From an optimization exercise on the open Yosys and OpenROAD flow, aimed at small area, a short achievable clock period and few clock cycles per item; shortcuts taken in it are not production practice. Only simulation tests tie the RTL to the original design; equivalence was not proved. No activity file was given, so power comes from the tool's default toggle rates.

File: flow/run.sh
#!/bin/bash
# synth_recipe.tcl (not shown) runs the flow's synth.tcl, then flattens the netlist and writes it again
# the make line also repeats each setting of config.mk as NAME=value (left out here)
make -C /OpenROAD-flow-scripts/flow DESIGN_CONFIG=/design/flow/config.mk WORK_HOME=/design/flow/orfs CLKGATE_MAP_FILE= SYNTH_SCRIPT=/design/flow/synth_recipe.tcl finish
File: flow/config.mk
export PLATFORM = sky130hd
export DESIGN_NAME = outLayerTop
export DESIGN_NICKNAME = outLayerTop
export VERILOG_FILES = /design/flow/design.v
export SDC_FILE = /design/flow/constraint.sdc
export NUM_CORES = 4
export LEC_CHECK = 0
export CAP_MARGIN = 20
export CORE_MARGIN = 2
export CORE_UTILIZATION = 40
export SLEW_MARGIN = 20
File: flow/constraint.sdc
create_clock -name core_clock -period 6.0 [get_ports {Clk}]
set_input_delay 1.2000 -clock core_clock [delete_from_list [all_inputs] [get_ports {Clk}]]
set_output_delay 1.2000 -clock core_clock [all_outputs]
set_load 0.01 [all_outputs]
File: flow/design.v
`timescale 1ns/1ps
`default_nettype none
package nnTypesPkg;
    localparam int NUM_TAPS    = 30;
    localparam int NUM_NEURONS = 10;
    localparam int DATA_W      = 8;
    localparam int ACC_W       = 24;
    localparam int W_ADDR_W    = 9;
    localparam int TAP_W       = 5;
    localparam int NEURON_W    = 4;
    typedef struct packed {
        logic                     en;
        logic [W_ADDR_W-1:0]      addr;
        logic signed [DATA_W-1:0] data;
    } weightWrT;
    typedef struct packed {
        logic                     en;
        logic [TAP_W-1:0]         idx;
        logic signed [DATA_W-1:0] data;
    } pixelWrT;
    typedef struct packed {
        logic                valid;
        logic                first;
        logic                last;
        logic [W_ADDR_W-1:0] wAddr;
        logic [TAP_W-1:0]    tapIdx;
    } tapT;
    typedef struct packed {
        logic                     valid;
        logic                     first;
        logic                     last;
        logic signed [DATA_W-1:0] weight;
        logic signed [DATA_W-1:0] pixel;
    } tapDataT;
    typedef struct packed {
        logic                    valid;
        logic [NEURON_W-1:0]     idx;
        logic signed [ACC_W-1:0] value;
    } neuronScoreT;
endpackage
`default_nettype wire
`timescale 1ns/1ps
`default_nettype none
package olCtrlPkg;
    typedef enum logic [1:0] {
        aguIdle,
        aguSweep,
        aguHold
    } aguStateT;
    typedef enum logic [1:0] {
        seqIdle,
        seqIssue,
        seqWait,
        seqAck
    } seqStateT;
endpackage
`default_nettype wire
`timescale 1ns/1ps
`default_nettype none
module outLayerAgu (
    input  wire logic                Clk,
    input  wire logic                rstN,
    input  wire logic                aguReq,
    input  wire logic [nnTypesPkg::NEURON_W-1:0] neuronIdx,
    input  wire logic                aguAck,
    output nnTypesPkg::tapT                      tap,
    output logic                     aguDone
);
    olCtrlPkg::aguStateT state;
    always_ff @(posedge Clk) begin
        if (!rstN) begin
            state   <= olCtrlPkg::aguIdle;
            tap     <= '0;
            aguDone <= 1'b0;
        end else begin
            case (state)
                olCtrlPkg::aguIdle: begin
                    if (aguReq) begin
                        state      <= olCtrlPkg::aguSweep;
                        tap.valid  <= 1'b1;
                        tap.first  <= 1'b1;
                        tap.last   <= 1'b0;
                        tap.tapIdx <= '0;
                        tap.wAddr  <= nnTypesPkg::W_ADDR_W'(neuronIdx) * nnTypesPkg::W_ADDR_W'(nnTypesPkg::NUM_TAPS);
                    end
                end
                olCtrlPkg::aguSweep: begin
                    if (tap.last) begin
                        state     <= olCtrlPkg::aguHold;
                        tap.valid <= 1'b0;
                        tap.first <= 1'b0;
                        tap.last  <= 1'b0;
                        aguDone   <= 1'b1;
                    end else begin
                        tap.first  <= 1'b0;
                        tap.last   <= (tap.tapIdx == nnTypesPkg::TAP_W'(nnTypesPkg::NUM_TAPS - 2));
                        tap.tapIdx <= tap.tapIdx + 1'b1;
                        tap.wAddr  <= tap.wAddr + 1'b1;
                    end
                end
                olCtrlPkg::aguHold: begin
                    if (aguAck) begin
                        state   <= olCtrlPkg::aguIdle;
                        aguDone <= 1'b0;
                    end
                end
                default: begin
                    state <= olCtrlPkg::aguIdle;
                end
            endcase
        end
    end
endmodule
`default_nettype wire
`timescale 1ns/1ps
`default_nettype none
module weightMem (
    input  wire logic                Clk,
    input  nnTypesPkg::weightWrT                 weightWr,
    input  nnTypesPkg::tapT                      tap,
    output logic signed [nnTypesPkg::DATA_W-1:0] weight,
    output nnTypesPkg::tapT                      tapOut
);
    logic signed [nnTypesPkg::DATA_W-1:0] mem [nnTypesPkg::NUM_TAPS*nnTypesPkg::NUM_NEURONS];
    always_ff @(posedge Clk) begin
        if (weightWr.en && (weightWr.addr < nnTypesPkg::W_ADDR_W'(nnTypesPkg::NUM_TAPS * nnTypesPkg::NUM_NEURONS))) begin
            mem[weightWr.addr] <= weightWr.data;
        end
    end
    always_ff @(posedge Clk) begin
        weight <= mem[tap.wAddr];
        tapOut <= tap;
    end
endmodule
`default_nettype wire
`timescale 1ns/1ps
`default_nettype none
module pixelBuf (
    input  wire logic                Clk,
    input  nnTypesPkg::pixelWrT                  pixelWr,
    input  nnTypesPkg::tapT                      tap,
    output logic signed [nnTypesPkg::DATA_W-1:0] pixel
);
    logic signed [nnTypesPkg::DATA_W-1:0] pixRegs [nnTypesPkg::NUM_TAPS];
    always_ff @(posedge Clk) begin
        if (pixelWr.en && (pixelWr.idx < nnTypesPkg::TAP_W'(nnTypesPkg::NUM_TAPS))) begin
            pixRegs[pixelWr.idx] <= pixelWr.data;
        end
    end
    always_ff @(posedge Clk) begin
        pixel <= pixRegs[tap.tapIdx];
    end
endmodule
`default_nettype wire
`timescale 1ns/1ps
`default_nettype none
module macUnit (
    input  wire logic Clk,
    input  wire logic rstN,
    input  nnTypesPkg::tapDataT   tapData,
    output nnTypesPkg::neuronScoreT macScore
);
    logic                       prodValid;
    logic                       prodFirst;
    logic                       prodLast;
    logic signed [2*nnTypesPkg::DATA_W-1:0] prod;
    logic signed [nnTypesPkg::ACC_W-1:0]    acc;
    logic                       scoreValid;
    always_ff @(posedge Clk) begin
        if (!rstN) begin
            prodValid <= 1'b0;
            prodFirst <= 1'b0;
            prodLast  <= 1'b0;
        end else begin
            prodValid <= tapData.valid;
            prodFirst <= tapData.first;
            prodLast  <= tapData.last;
        end
        prod <= tapData.weight * tapData.pixel;
    end
    always_ff @(posedge Clk) begin
        if (!rstN) begin
            scoreValid <= 1'b0;
        end else begin
            scoreValid <= prodValid && prodLast;
        end
        if (prodValid) begin
            acc <= prodFirst ? nnTypesPkg::ACC_W'(prod) : acc + nnTypesPkg::ACC_W'(prod);
        end
    end
    assign macScore.valid = scoreValid;
    assign macScore.idx   = '0;
    assign macScore.value = acc;
endmodule
`default_nettype wire
`timescale 1ns/1ps
`default_nettype none
module argmaxSel (
    input  wire logic                Clk,
    input  wire logic                rstN,
    input  wire logic                runStart,
    input  nnTypesPkg::neuronScoreT              score,
    output logic [nnTypesPkg::NEURON_W-1:0]      classIdx,
    output logic signed [nnTypesPkg::ACC_W-1:0]  classScore
);
    logic haveMax;
    logic takeNew;
    assign takeNew = score.valid && (!haveMax || (score.value > classScore));
    always_ff @(posedge Clk) begin
        if (!rstN) begin
            haveMax    <= 1'b0;
            classIdx   <= '0;
            classScore <= '0;
        end else if (runStart) begin
            haveMax <= 1'b0;
        end else if (takeNew) begin
            haveMax    <= 1'b1;
            classIdx   <= score.idx;
            classScore <= score.value;
        end
    end
endmodule
`default_nettype wire
`timescale 1ns/1ps
`default_nettype none
module layerSeq (
    input  wire logic           Clk,
    input  wire logic           rstN,
    input  wire logic           start,
    input  wire logic           aguDone,
    input  nnTypesPkg::neuronScoreT         macScore,
    output logic                aguReq,
    output logic [nnTypesPkg::NEURON_W-1:0] neuronIdx,
    output logic                aguAck,
    output logic                runStart,
    output nnTypesPkg::neuronScoreT         score,
    output logic                busy,
    output logic                done
);
    olCtrlPkg::seqStateT state;
    logic     lastNeuron;
    assign lastNeuron = (neuronIdx == nnTypesPkg::NEURON_W'(nnTypesPkg::NUM_NEURONS - 1));
    assign aguReq = (state == olCtrlPkg::seqIssue);
    assign aguAck = (state == olCtrlPkg::seqAck) && aguDone;
    always_comb begin
        score       = macScore;
        score.valid = macScore.valid && (state == olCtrlPkg::seqWait);
        score.idx   = neuronIdx;
    end
    always_ff @(posedge Clk) begin
        if (!rstN) begin
            state     <= olCtrlPkg::seqIdle;
            neuronIdx <= '0;
            runStart  <= 1'b0;
            busy      <= 1'b0;
            done      <= 1'b0;
        end else begin
            runStart <= 1'b0;
            done     <= 1'b0;
            case (state)
                olCtrlPkg::seqIdle: begin
                    if (start) begin
                        state     <= olCtrlPkg::seqIssue;
                        neuronIdx <= '0;
                        runStart  <= 1'b1;
                        busy      <= 1'b1;
                    end
                end
                olCtrlPkg::seqIssue: begin
                    state <= olCtrlPkg::seqWait;
                end
                olCtrlPkg::seqWait: begin
                    if (score.valid) begin
                        state <= olCtrlPkg::seqAck;
                        done  <= lastNeuron;
                    end
                end
                olCtrlPkg::seqAck: begin
                    if (aguDone) begin
                        if (lastNeuron) begin
                            state <= olCtrlPkg::seqIdle;
                            busy  <= 1'b0;
                        end else begin
                            state     <= olCtrlPkg::seqIssue;
                            neuronIdx <= neuronIdx + 1'b1;
                        end
                    end
                end
                default: begin
                    state <= olCtrlPkg::seqIdle;
                end
            endcase
        end
    end
endmodule
`default_nettype wire
`timescale 1ns/1ps
`default_nettype none
module outLayerTop (
    input  wire logic                                  Clk,
    input  wire logic                                  rstN,
    input  wire logic                                  weightWrEn,
    input  wire logic [nnTypesPkg::W_ADDR_W-1:0]       weightWrAddr,
    input  wire logic signed [nnTypesPkg::DATA_W-1:0]  weightWrData,
    input  wire logic                                  pixelWrEn,
    input  wire logic [nnTypesPkg::TAP_W-1:0]          pixelWrIdx,
    input  wire logic signed [nnTypesPkg::DATA_W-1:0]  pixelWrData,
    input  wire logic                                  start,
    output logic                                       busy,
    output logic                                       done,
    output logic                                       scoreValid,
    output logic [nnTypesPkg::NEURON_W-1:0]            scoreIdx,
    output logic signed [nnTypesPkg::ACC_W-1:0]        scoreValue,
    output logic [nnTypesPkg::NEURON_W-1:0]            classIdx,
    output logic signed [nnTypesPkg::ACC_W-1:0]        classScore
);
    nnTypesPkg::weightWrT    weightWr;
    nnTypesPkg::pixelWrT     pixelWr;
    nnTypesPkg::neuronScoreT score;
    always_comb begin
        weightWr.en   = weightWrEn;
        weightWr.addr = weightWrAddr;
        weightWr.data = weightWrData;
        pixelWr.en    = pixelWrEn;
        pixelWr.idx   = pixelWrIdx;
        pixelWr.data  = pixelWrData;
    end
    assign scoreValid = score.valid;
    assign scoreIdx   = score.idx;
    assign scoreValue = score.value;
    logic                     aguReq;
    logic                     aguAck;
    logic                     aguDone;
    logic                     runStart;
    logic [nnTypesPkg::NEURON_W-1:0]      neuronIdx;
    nnTypesPkg::tapT                      tap;
    nnTypesPkg::tapT                      tapDly;
    logic signed [nnTypesPkg::DATA_W-1:0] weight;
    logic signed [nnTypesPkg::DATA_W-1:0] pixel;
    nnTypesPkg::tapDataT                  tapData;
    nnTypesPkg::neuronScoreT              macScore;
    outLayerAgu uAgu (
        .Clk       (Clk),
        .rstN      (rstN),
        .aguReq    (aguReq),
        .neuronIdx (neuronIdx),
        .aguAck    (aguAck),
        .tap       (tap),
        .aguDone   (aguDone)
    );
    weightMem uWeightMem (
        .Clk      (Clk),
        .weightWr (weightWr),
        .tap      (tap),
        .weight   (weight),
        .tapOut   (tapDly)
    );
    pixelBuf uPixelBuf (
        .Clk     (Clk),
        .pixelWr (pixelWr),
        .tap     (tap),
        .pixel   (pixel)
    );
    always_comb begin
        tapData.valid  = tapDly.valid;
        tapData.first  = tapDly.first;
        tapData.last   = tapDly.last;
        tapData.weight = weight;
        tapData.pixel  = pixel;
    end
    macUnit uMac (
        .Clk      (Clk),
        .rstN     (rstN),
        .tapData  (tapData),
        .macScore (macScore)
    );
    layerSeq uSeq (
        .Clk       (Clk),
        .rstN      (rstN),
        .start     (start),
        .aguDone   (aguDone),
        .macScore  (macScore),
        .aguReq    (aguReq),
        .neuronIdx (neuronIdx),
        .aguAck    (aguAck),
        .runStart  (runStart),
        .score     (score),
        .busy      (busy),
        .done      (done)
    );
    argmaxSel uArgmax (
        .Clk        (Clk),
        .rstN       (rstN),
        .runStart   (runStart),
        .score      (score),
        .classIdx   (classIdx),
        .classScore (classScore)
    );
endmodule
`default_nettype wire
==> flow_metrics.tcl <==
set metrics [dict create \
    critical_path_arrival_ns 5.32 \
    post_cts_buffers 0 \
    root_buffer "clkbuf_16" \
    placementRows 193 \
    synth_top_family_by_area "multiplexers" \
    track_usage_pct 20.00 \
    wl_met3_mm 22.59 \
    ys_ff_latch 2761 \
    routed_wl_mm 288.0 \
    fin_crit_ns 4.647 \
    start_kind "register" \
    via_count 56250 \
    synth_edf_count 2664 \
    syn-num-nets 5909 \
    path_class "reg2reg" \
    antenna_left 0 \
    dr_wl_met2_mm 137.6 \
    yosys_warnings 7 \
    core-area_um2 277000 \
    slew_viol_final 0 \
    slew-limit-headroom_pct 24.14 \
    setup_viol 0 \
    synth_xor_area_share_pct 0.3452 \
    hold_viol 0 \
    boundaryPins 94 \
    cap_violations 0 \
    die_x_um 532.3 \
    htreeDepth 5 \
    grt_setup_unrepaired "false" \
    areaGrowthSynthToFinish_pct 13.29 \
    start_util_pct 40.30 \
    portBuffers 93 \
    synth.mux.area_fraction_pct 15.54 \
    async_flop_share_pct 0 \
    worst_pin_slew_ns 1.135 \
    drcViolationCount 0 \
    mostFrequentLayoutCells "edfxtp_1 (2,664), mux4_2 (651), nor2_1 (434), clkbuf_16 (293), nand2_1 (240)" \
    period_share_pct 77.46 \
    synth_area_um2 111600 \
    clk_path_buf_depth 4 \
    die-area_um2 283300 \
    cts_resized 0 \
    fin_skew_ns 0.07925 \
    dr.max_layer_used "met5" \
    nets 6148 \
    fin_tns_setup_ns 0 \
    leakagePower_nw 39.29 \
    worst_ir_drop_vdd_uv 653.3 \
    cts_tree "built" \
    crit_fanout 8 \
    drive_gt1_share_pct 21.63 \
    synth_cell_type_count 72 \
    gp_congestion 0.8576 \
    die_h_um 532.3 \
    fillers 23040 \
    grt_antenna_before_repair 8 \
    power_density_nw_per_um2 444.9 \
    synthSimpleGateAreaFrac_pct 3.508 \
    clock-sinks 2761 \
    synth_compound_area_share_pct 2.922 \
    grt_first_pass_wirelength_mm 414.2 \
    wl_per_cell_um 29.14 \
    viasPerCell 5.691 \
    ys_seq_area_share_pct 73.41 \
    drt_iter0_drc 6170 \
    status "no timing/DRC/antenna violations" \
    clk_transition_reported_paths_ns 0.06 \
    power_mw 56.27 \
    end_kind "register" \
    timing.fmax_ghz 0.2152 \
    final_common_cell "edfxtp_1" \
    cts_made_buffers 284 \
    hold_path_class "reg2reg" \
    gr-total-overflow 0 \
    drt-met1-wl_mm 119.0 \
    synth_cells 5717 \
    drt-pass1-iter-count 6 \
    grt_max_degree 158 \
    hpwlAfterDp_mm 173.8 \
    ctsHoldBuffers 0 \
    grt_pass1_vias 56780 \
    critPathRequiredTime_ns 6.67 \
    synthFlopType "edfxtp_1" \
    syn_avg_cell_area_um2 19.52 \
    synth-adder-area-share_pct 2.170 \
    clock_latency_ns 0.88 \
]
-- cells in the mapped netlist, types with 24 or more instances --
cell type  count  share of area, %
a211oi_1      32              0.22
a21o_1        24              0.16
a21oi_1       98              0.44
a221oi_1      47              0.37
a31oi_1       25              0.14
and2_1        56              0.31
buf_2         76              0.34
buf_6         33              0.33
clkbuf_1     136              0.46
dfxtp_1       97               1.7
edfxtp_1    2664                72
fa_1          61               1.1
ha_1          96               1.1
inv_1        138              0.46
mux2_2        40              0.40
mux2i_1      223               2.0
mux4_2       651                13
nand2_1      249              0.84
nand3_1       35              0.16
nor2_1       438               1.5
nor2b_1       41              0.23
nor3_1        28              0.13
o21ai_0       98              0.44
o22ai_1       36              0.20
xnor2_1       26              0.20
-- final timing paths --
kind	from	endpoint	slack (ns)	cells after the start
max	uPixelBuf.pixel[2]	uMac.prod[14]	1.35	17
min	uAgu.tap[15]	uWeightMem.tapOut[15]	0.36	0
max reg2reg	uPixelBuf.pixel[2]	uMac.prod[14]	1.35	17
min reg2reg	uAgu.tap[15]	uWeightMem.tapOut[15]	0.36	0
-- final cells by class --
type | count | area [um^2] | share of cell area, %
multi-input cells | 2512 | 27450 | 21.71
clock inverters | 171 | 1881 | 1.487
flip-flops and latches | 2761 | 81960 | 64.81
clock buffers | 335 | 7530 | 5.954
inverters | 140 | 535.5 | 0.4235
repair buffers | 257 | 2457 | 1.943
well taps | 3705 | 4636 | 3.666
diodes | 3 | 7.507 | 0.005936
-- logic make-up after synthesis --
logic type               Yosys count
flip-flops                      2761
AND/OR/NAND/NOR                  910
XOR/XNOR                          44
buffers and inverters            444
adder cells (fa/ha/maj)          157
AO/OA/AOI/OAI                    487
multiplexers                     914
-- sequential cells by signal, summed over array words and instances, names as in the netlist, 2 cells and up --
register / flops
uAgu.tap: 17
uArgmax.classScore: 24
uSeq.state: 2
uArgmax.classIdx: 4
uWeightMem.tapOut: 3
uPixelBuf.pixRegs: 240
uMac.prod: 16
uAgu.state: 2
uMac.acc: 24
uWeightMem.mem: 2400
uWeightMem.weight: 8
uPixelBuf.pixel: 8
uSeq.neuronIdx: 4
-- layer usage --
metal / vias up / track usage [%]
li1: 23580 / -
met2: 2433 / 32.06
met4: 2 / 6.209
met1: 29790 / 27.89
met3: 453 / 3.555
met5: - / 0
-- power breakdown --
group	internal [mW]	switching (mW)	total, mW	leakage, nW
registers	21.6	0.458	22.0	24.7
clock network	10.6	7.36	18.0	4.62
logic	7.11	9.12	16.2	9.93
total	39.3	16.9	56.3	39.3
-- critical path, stage by stage (launching register included) --
cell and delay (ns):
dfxtp_1 0.37, and2_1 0.20, fa_1 0.56, inv_1 0.07
fa_1 0.53, inv_1 0.06, fa_1 0.49, inv_1 0.05
fa_1 0.48, inv_1 0.04, ha_1 0.31, o21ai_0 0.11
a21boi_0 0.15, o21ai_0 0.18, nand2b_1 0.11, a21o_1 0.19
a21o_1 0.21, o311ai_0 0.37
-- metrics by stage --
step	utilization [%]	setup WS [ns]	hold slack, ns	cell area (um^2)	instances
global route	45.66	1.065	0.3622	126500	9883
CTS	45.67	1.299	0.3563	126500	9881
global placement	42.26	1.376	0.3494	117100	9374
floorplan	-	1.853	0.3315	111600	5717
finish	45.66	1.353	0.3558	126500	9884
detailed placement	42.27	1.157	0.3476	117100	9375
Testbench counts, summed over its fixed seeds: cycles 24,376, items 64.

## separate check: timing with driven ports
The flow's constraints put no driver on any port. The routed layout listed below was extracted and timed again, unchanged, in two steps.
Step 1 (the two cells are an assumption about what drives the block):
set clk [get_ports {Clk}]
set_driving_cell -lib_cell sky130_fd_sc_hd__clkbuf_16 $clk
set_driving_cell -lib_cell sky130_fd_sc_hd__buf_2 [delete_from_list [all_inputs] $clk]
Step 2, shift: input delay + t, output delay - t, t = (earliest + latest rising clock arrival at the registers) / 2. This alone moves slack from input paths to output paths.
Three values: ideal, step 1, step 2; two values: the first two.
shift t [ns]: 0.935
setup WS [ns]: 1.353 / 1.353 / 1.159
latest minus earliest clock arrival (ns): 0.100 / 0.100
After both steps this run still meets setup and hold. The setup slack of this run moves by 0.000 ns with the drivers and by -0.194 ns with both steps.
